What follows belongs to an exercise in optimizing a design on an open flow for small area and a short achievable clock period; a production flow would make more cautious choices.
Function was checked by simulation only, so behaviour that the tests miss may differ from the original.
Power is estimated from default activity; no workload was simulated.

Design mmio_event_queue, start of the top module:
module mmio_event_queue
#(
  parameter int unsigned DEPTH = 8,
  parameter int unsigned CNT_W = $clog2(DEPTH + 1)
) (
  input  logic             clk,
  input  logic             rstn,
  input  logic [MMIOStruct::MMIO_W-1:0]          timer_mmio,
  input  logic [MMIOStruct::MMIO_W-1:0]          disp_mmio,
  input  logic [MMIOStruct::MMIO_W-1:0]          uart_mmio,
  input  logic             cosim_ready,
  output logic [MMIOStruct::MMIO_W-1:0]          cosim_mmio,
  output logic [CNT_W-1:0] count,
  output logic             overflow
);
Size in the first run: ~410 I/O pins.
clock: 5.0 ns
lec_check: 0
cap_margin: 30
core_margin: 2
core_utilization: 40
cts_cluster_diameter: 100
cts_cluster_size: 20
setup_slack_margin: 2.7
slew_margin: 30
standard.sh (not shown) runs the stock make flow with config.mk's settings and CLKGATE_MAP_FILE= SYNTH_SCRIPT=/design/flow/synth_recipe.tcl, a recipe that flattens the netlist after the stock synthesis.
==> flow/flow/run.sh <==
#!/bin/bash
# The standard layout, with the ports buffered by small plain buffers rather
# than the delay buffers buffer_ports picks by default: buf_1 on the inputs
# (before global placement, as standard) and buf_2 on the outputs (at the
# start of the resize step, before repair_design sizes them).
set -euo pipefail
export BUFFER_PORTS_ARGS="-inputs -buffer_cell sky130_fd_sc_hd__buf_1"
export PRE_RESIZE_TCL="$(pwd)/flow/pre_resize.tcl"
bash standard.sh > standard.log 2>&1
==> flow/flow/pre_resize.tcl <==
# Buffer the outputs with buf_2 cells; the inputs were buffered with buf_1
# cells before global placement.
buffer_ports -outputs -buffer_cell sky130_fd_sc_hd__buf_2
The first run went through all stages and came out clean.
Change:
- SETUP_SLACK_MARGIN: 2.7 -> 2.8
Effect:
- worst hold slack is about the same
- routed wire length goes up by 3.9%
- worst setup slack is better by 130 ps
- clock power stays flat
- non-clock buffer count is higher by 24
- clock skew stays flat
- count of clock-buffer cells in the layout climbs by 1


== sierra ==
The RTL this note starts from:
==> flow/design.v <==
package MMIOStruct;
  localparam int unsigned MMIO_W       = 101;
  localparam int unsigned MMIO_STORE   = 100;
  localparam int unsigned MMIO_SRC_NUM = 3;
  localparam logic [MMIO_W-1:0] MMIO_IDLE = '0;
endpackage
module mmio_push_compact #(
  parameter int unsigned DEPTH = 8
) (
  input  logic [DEPTH:0]   base_oh_i,
  input  logic             t_st_i,
  input  logic             d_st_i,
  input  logic             u_st_i,
  output logic [DEPTH-1:0] sel_t_o,
  output logic [DEPTH-1:0] sel_d_o,
  output logic [DEPTH-1:0] sel_u_o
);
  logic [DEPTH+1:0] b;               
  logic             d0, d1;          
  logic             u0, u1, u2;      
  always_comb begin
    d0 = d_st_i & !t_st_i;
    d1 = d_st_i &  t_st_i;
    u0 = u_st_i & !t_st_i & !d_st_i;
    u1 = u_st_i & (t_st_i ^ d_st_i);
    u2 = u_st_i &  t_st_i &  d_st_i;
    b  = {base_oh_i, 1'b0} << 1;
    for (int unsigned i = 0; i < DEPTH; i++) begin
      sel_t_o[i] = t_st_i & b[i+2];
      sel_d_o[i] = (d0 & b[i+2]) | (d1 & b[i+1]);
      sel_u_o[i] = (u0 & b[i+2]) | (u1 & b[i+1]) | (u2 & b[i]);
    end
  end
endmodule
module mmio_event_queue
#(
  parameter int unsigned DEPTH = 8,
  parameter int unsigned CNT_W = $clog2(DEPTH + 1)
) (
  input  logic             clk,
  input  logic             rstn,
  input  logic [MMIOStruct::MMIO_W-1:0]          timer_mmio,
  input  logic [MMIOStruct::MMIO_W-1:0]          disp_mmio,
  input  logic [MMIOStruct::MMIO_W-1:0]          uart_mmio,
  input  logic             cosim_ready,
  output logic [MMIOStruct::MMIO_W-1:0]          cosim_mmio,
  output logic [CNT_W-1:0] count,
  output logic             overflow
);
  localparam int unsigned DW = MMIOStruct::MMIO_STORE;   
  logic [DW-1:0]    mem_q [DEPTH];
  logic [DW-1:0]    mem_d [DEPTH];
  logic [CNT_W-1:0] count_q, count_d;
  logic [DEPTH:0]   oh_q, oh_d;        
  logic [DEPTH-1:0] th_q, th_d;        
  logic             overflow_q, overflow_d;
  logic             t_st, d_st, u_st, rdy;
  logic [DEPTH:0]   base_oh;           
  logic [DEPTH-1:0] sel_t, sel_d, sel_u, sel_hold, sel_shift, go;
  assign t_st = timer_mmio[MMIOStruct::MMIO_STORE];
  assign d_st = disp_mmio[MMIOStruct::MMIO_STORE];
  assign u_st = uart_mmio[MMIOStruct::MMIO_STORE];
  assign rdy  = cosim_ready;
  always_comb begin
    base_oh[0] = oh_q[0] | (rdy & oh_q[1]);
    for (int unsigned k = 1; k < DEPTH; k++)
      base_oh[k] = rdy ? oh_q[k+1] : oh_q[k];
    base_oh[DEPTH] = !rdy & oh_q[DEPTH];
  end
  mmio_push_compact #(.DEPTH(DEPTH)) u_compact (
    .base_oh_i (base_oh),
    .t_st_i    (t_st),
    .d_st_i    (d_st),
    .u_st_i    (u_st),
    .sel_t_o   (sel_t),
    .sel_d_o   (sel_d),
    .sel_u_o   (sel_u)
  );
  always_comb begin
    for (int unsigned i = 0; i < DEPTH; i++) begin
      sel_hold[i]  = !rdy && th_q[i];
      sel_shift[i] = (i + 1 < DEPTH) ? (rdy && th_q[(i+1) % DEPTH]) : 1'b0;
      go[i]        = (i == 0) ? rstn : 1'b1;
    end
    for (int unsigned i = 0; i < DEPTH; i++) begin
      mem_d[i] = ({DW{go[i] & sel_hold[i]}}  & mem_q[i])
               | ({DW{go[i] & sel_shift[i]}} & mem_q[(i+1) % DEPTH])
               | ({DW{go[i] & sel_t[i]}}     & timer_mmio[DW-1:0])
               | ({DW{go[i] & sel_d[i]}}     & disp_mmio[DW-1:0])
               | ({DW{go[i] & sel_u[i]}}     & uart_mmio[DW-1:0]);
    end
  end
  always_comb begin
    logic          n_ge1, n_ge2, n_ge3;
    logic [DEPTH:0] base_th;           
    n_ge1 = t_st | d_st | u_st;
    n_ge2 = (t_st & d_st) | (t_st & u_st) | (d_st & u_st);
    n_ge3 = t_st & d_st & u_st;
    for (int unsigned k = 0; k < DEPTH; k++)
      base_th[k] = rdy ? ((k + 1 < DEPTH) ? th_q[(k+1) % DEPTH] : 1'b0) : th_q[k];
    base_th[DEPTH] = 1'b0;
    for (int unsigned k = 0; k < DEPTH; k++)
      th_d[k] = base_th[k]
              | (base_oh[k] & n_ge1)
              | ((k >= 1) ? (base_oh[(k+DEPTH) % (DEPTH+1)] & n_ge2) : 1'b0)
              | ((k >= 2) ? (base_oh[(k+DEPTH-1) % (DEPTH+1)] & n_ge3) : 1'b0);
    oh_d[0] = !base_th[0] & !n_ge1;
    for (int unsigned k = 1; k < DEPTH; k++) oh_d[k] = th_d[k-1] & !th_d[k];
    oh_d[DEPTH] = th_d[DEPTH-1];
    overflow_d = overflow_q
               | (base_oh[DEPTH] & n_ge1)
               | (base_oh[DEPTH-1] & n_ge2)
               | (base_oh[DEPTH-2] & n_ge3);
    count_d = '0;
    for (int unsigned k = 0; k < DEPTH; k++)
      if (th_d[k] && (k + 1 == DEPTH || !th_d[(k+1) % DEPTH])) count_d = CNT_W'(k + 1);
  end
  always_ff @(posedge clk) begin
    if (!rstn) begin
      count_q    <= '0;
      oh_q       <= (DEPTH+1)'(1);
      th_q       <= '0;
      overflow_q <= 1'b0;
    end else begin
      count_q    <= count_d;
      oh_q       <= oh_d;
      th_q       <= th_d;
      overflow_q <= overflow_d;
    end
  end
  always_ff @(posedge clk) begin
    for (int unsigned i = 0; i < DEPTH; i++) mem_q[i] <= mem_d[i];
  end
  assign cosim_mmio = {th_q[0], mem_q[0]};
  assign count      = count_q;
  assign overflow   = overflow_q;
endmodule
==> flow/config.mk <==
export PLATFORM = sky130hd
export DESIGN_NAME = mmio_event_queue
export DESIGN_NICKNAME = mmio_event_queue
export VERILOG_FILES = /design/flow/design.v
export SDC_FILE = /design/flow/constraint.sdc
export NUM_CORES = 4
export LEC_CHECK = 0
export CAP_MARGIN = 30
export CORE_MARGIN = 2
export CORE_UTILIZATION = 40
export CTS_CLUSTER_DIAMETER = 150
export CTS_CLUSTER_SIZE = 25
export SETUP_SLACK_MARGIN = 2.8
export SLEW_MARGIN = 30
==> flow/constraint.sdc <==
create_clock -name core_clock -period 5.0 [get_ports {clk}]
set_input_delay 1.0000 -clock core_clock [delete_from_list [all_inputs] [get_ports {clk}]]
set_output_delay 1.0000 -clock core_clock [all_outputs]
set_load 0.01 [all_outputs]
Scripts as last shown in full above: flow/flow/run.sh, flow/flow/pre_resize.tcl
Edits applied to the flow inputs when going from sierra to violet:
Settings: changing CTS_CLUSTER_DIAMETER from 150 to 100; changing CORE_UTILIZATION from 40 to 50; changing CTS_CLUSTER_SIZE from 25 to 20.
==> run summary <==
Compared to sierra, violet has clock buffer instance count of the final layout 24% higher. When violet is measured against sierra, its wire length of the first global-routing pass turns out 1300 um higher. Higher synthesis-to-layout area growth among violet and sierra: violet. sierra ended up with sky130_fd_sc_hd__dfxtp_4 as its worst-path cell with the longest stage delay; violet ended up with sky130_fd_sc_hd__buf_6. Setup slack in violet is smaller than in sierra. Comparing violet against sierra, there is no change at all in maximum number of pins on one net before global-route repair. Power: violet vs sierra up 1.0 mW. The lower via count of the routed design came out of sierra. violet ends up with a area of the die that is about 20% lower than in sierra. | relative contribution of combinational cells to total power | violet vs sierra | 1.5 points higher |. Final cell area: violet above sierra.

separate check: timing with driven ports:
In the flow no input, the clock included, has a driving cell. The finished layouts below were timed again as built, in two steps. Step 1: set_driving_cell puts a clkbuf_16 on clk and a buf_2 on each other input, an assumption about the parent block. Step 2 also shifts input and output timing later by t, the mid clock arrival at the registers, as if the neighbouring blocks saw the same clock. Slacks: no drivers / after step 1 / after step 2; pairs: no drivers / after step 1.
run | t, ns | slack for setup (ns) | clock arrival spread, ns | pins driven straight from the clock port
the first run of note 1 | 0.693 | 2.650 / 2.639 / 1.948 | 0.028 / 0.028 | 1
the second run of note 1 | 0.700 | 2.784 / 2.714 / 2.014 | 0.030 / 0.030 | 1
sierra | 0.688 | 2.798 / 2.728 / 2.062 | 0.055 / 0.056 | 1
violet | 0.697 | 2.715 / 2.651 / 1.955 | 0.023 / 0.023 | 1
After both steps setup and hold are still met in every run listed. The setup slack of the second run of note 1, which loses most, moves by -0.070 ns with the drivers and by -0.770 ns with both steps.
